What follows belongs to an exercise in optimizing a design on an open flow for small area and a short achievable clock period; a production flow would make more cautious choices.
Only simulation tests tie the RTL to the original design; equivalence was not proved.
Power figures rest on the tool's default switching activity, not on a simulated workload.

Design bmd_ep_mem, start of the top module:
module bmd_ep_mem
(
   input  wire              clk,
   input  wire              rst_i,
   input  wire [6:0]        a_i,
   input  wire              wr_en_i,
   input  wire [31:0]       wr_d_i,
   output logic [31:0]      rd_d_o,
   output logic             init_rst_o,
   output logic [80:0]      mwr_desc_o,
   output logic [80:0]      mrd_desc_o,
   output logic [31:0]      mwr_data_o,
   output logic             mwr_zerolen_en_o,
   output logic [3:0]       trn_wait_count_o,
   output logic [31:0]      cpld_data_o,
   output logic             rd_metering_o,
   output logic [7:0]       mwr_wrr_cnt_o,
   output logic [7:0]       mrd_wrr_cnt_o,
   output logic             mrd_done_o,
   input  wire              mwr_done_i,
   input  wire [81:0]       cpl_status_i,
   input  wire [8:0]        link_cfg_i,
   input  wire              tags_all_back_i
);
   localparam int CPL_SIZE_W = 21;
   localparam int PERF_W     = 32;
   bmd_pkg::csr_idx_e    a_idx;
   bmd_pkg::dma_desc_t   mwr_desc;
   bmd_pkg::dma_desc_t   mrd_desc;
   bmd_pkg::cpl_status_t cpl_status;
   bmd_pkg::link_cfg_t   link_cfg;
   assign a_idx      = bmd_pkg::csr_idx_e'(a_i);
   assign cpl_status = cpl_status_i;
   assign link_cfg   = link_cfg_i;
   assign mwr_desc_o = mwr_desc;
   assign mrd_desc_o = mrd_desc;
   logic [31:0] mwr_perf;
   logic [31:0] mrd_perf;
   logic        mwr_perf_ld;
   logic        mrd_perf_ld;
   csr_regfile u_csr_regfile (
      .clk              (clk),
      .rst_i            (rst_i),
      .a_i              (a_idx),
      .wr_en_i          (wr_en_i),
      .wr_d_i           (wr_d_i),
  ...
For scale: roughly 1800 cells after synthesis, roughly 420 I/O pins, roughly 0.021 sq mm of cells after synthesis.
clock: 5.8 ns
lec_check: 0
cap_margin: 20
core_margin: 2
core_utilization: 40
setup_slack_margin: 3.3
slew_margin: 20
synth_hierarchical: 1
standard.sh (not shown) runs the stock make flow with config.mk's settings and CLKGATE_MAP_FILE= SYNTH_SCRIPT=/design/flow/synth_recipe.tcl, a recipe that flattens the netlist after the stock synthesis.
==> flow/flow/run.sh <==
#!/bin/bash
# Standard layout, with the smallest plain buffer on every port instead of the
# default delay buffer (the resizer still upsizes any that timing needs), and a
# clock tree of smaller buffers without dummy balancing loads.
set -uo pipefail
export BUFFER_PORTS_ARGS="-buffer_cell sky130_fd_sc_hd__buf_1"
export CTS_ARGS="-sink_clustering_enable -repair_clock_nets -dont_use_dummy_load -sink_clustering_size 16 -sink_clustering_max_diameter 50 -buf_list {sky130_fd_sc_hd__clkbuf_4 sky130_fd_sc_hd__clkbuf_8}"
bash standard.sh > standard.log 2>&1
Then changed:
==> flow/flow/run.sh (replaced) <==
#!/bin/bash
# Standard layout, with the smallest plain buffer on every port instead of the
# default delay buffer (the resizer still upsizes any that timing needs), and a
# clock tree of smaller buffers without dummy balancing loads.
set -uo pipefail
export BUFFER_PORTS_ARGS="-buffer_cell sky130_fd_sc_hd__buf_1"
export CTS_ARGS="-sink_clustering_enable -repair_clock_nets -dont_use_dummy_load -buf_list {sky130_fd_sc_hd__clkbuf_4 sky130_fd_sc_hd__clkbuf_8}"
bash standard.sh > standard.log 2>&1
Outcome: Clock-buffer cell count rose by 33; design area rose by 1.7%; setup slack improved by 0.033 ns; total power rose by 12%; cell count rose by 1.2%; sequential power stays flat; worst hold slack improved by 0.029 ns.
Then changed:
--- a/flow/flow/run.sh
+++ b/flow/flow/run.sh
@@ -6,3 +6,3 @@
 export BUFFER_PORTS_ARGS="-buffer_cell sky130_fd_sc_hd__buf_1"
-export CTS_ARGS="-sink_clustering_enable -repair_clock_nets -dont_use_dummy_load -buf_list {sky130_fd_sc_hd__clkbuf_4 sky130_fd_sc_hd__clkbuf_8}"
+export CTS_ARGS="-sink_clustering_enable -repair_clock_nets -dont_use_dummy_load -sink_clustering_size 16 -sink_clustering_max_diameter 50 -buf_list {sky130_fd_sc_hd__clkbuf_4 sky130_fd_sc_hd__clkbuf_8}"
 bash standard.sh > standard.log 2>&1
Settings changed: CORE_UTILIZATION 40 to 65.
Effect: The changed run finished clean. Non-clock buffer count fell by 5. Power goes down by 12%. Sequential share of layout area increases by 0.88 points. Critical path depth is higher by 8. Synthesized area does not change. Utilization came out higher by 29 points. Worst setup slack degrades by 0.078 ns. Wire length came out lower by 4.1%. Sequential power stays flat.

-- what the ideal ports hide --
No port has a modelled driver above. Below, the same layouts with a new extraction and two added sets of constraints.
Step 1: set_driving_cell puts a clkbuf_16 on clk and a buf_2 on each other input, an assumption about the parent block.
Step 2 also shifts input and output timing later by t, the mid clock arrival at the registers, as if the neighbouring blocks saw the same clock.
Three values: ideal ports, drivers, drivers and shift; two values: the first two.
run | t, ns | setup slack, ns | worst setup path after step 2 | latest minus earliest clock arrival (ns)
the first run | 0.672 | 3.259 / 3.266 / 2.607 | input to register | 0.132 / 0.132
the second run | 0.704 | 3.292 / 3.236 / 2.606 | input to register | 0.111 / 0.111
the third run | 0.633 | 3.214 / 3.238 / 2.605 | input to register | 0.076 / 0.076
After both steps every run listed still meets setup and hold. For the second run, which loses most, drivers alone change the setup slack by -0.056 ns; drivers and shift together by -0.686 ns.
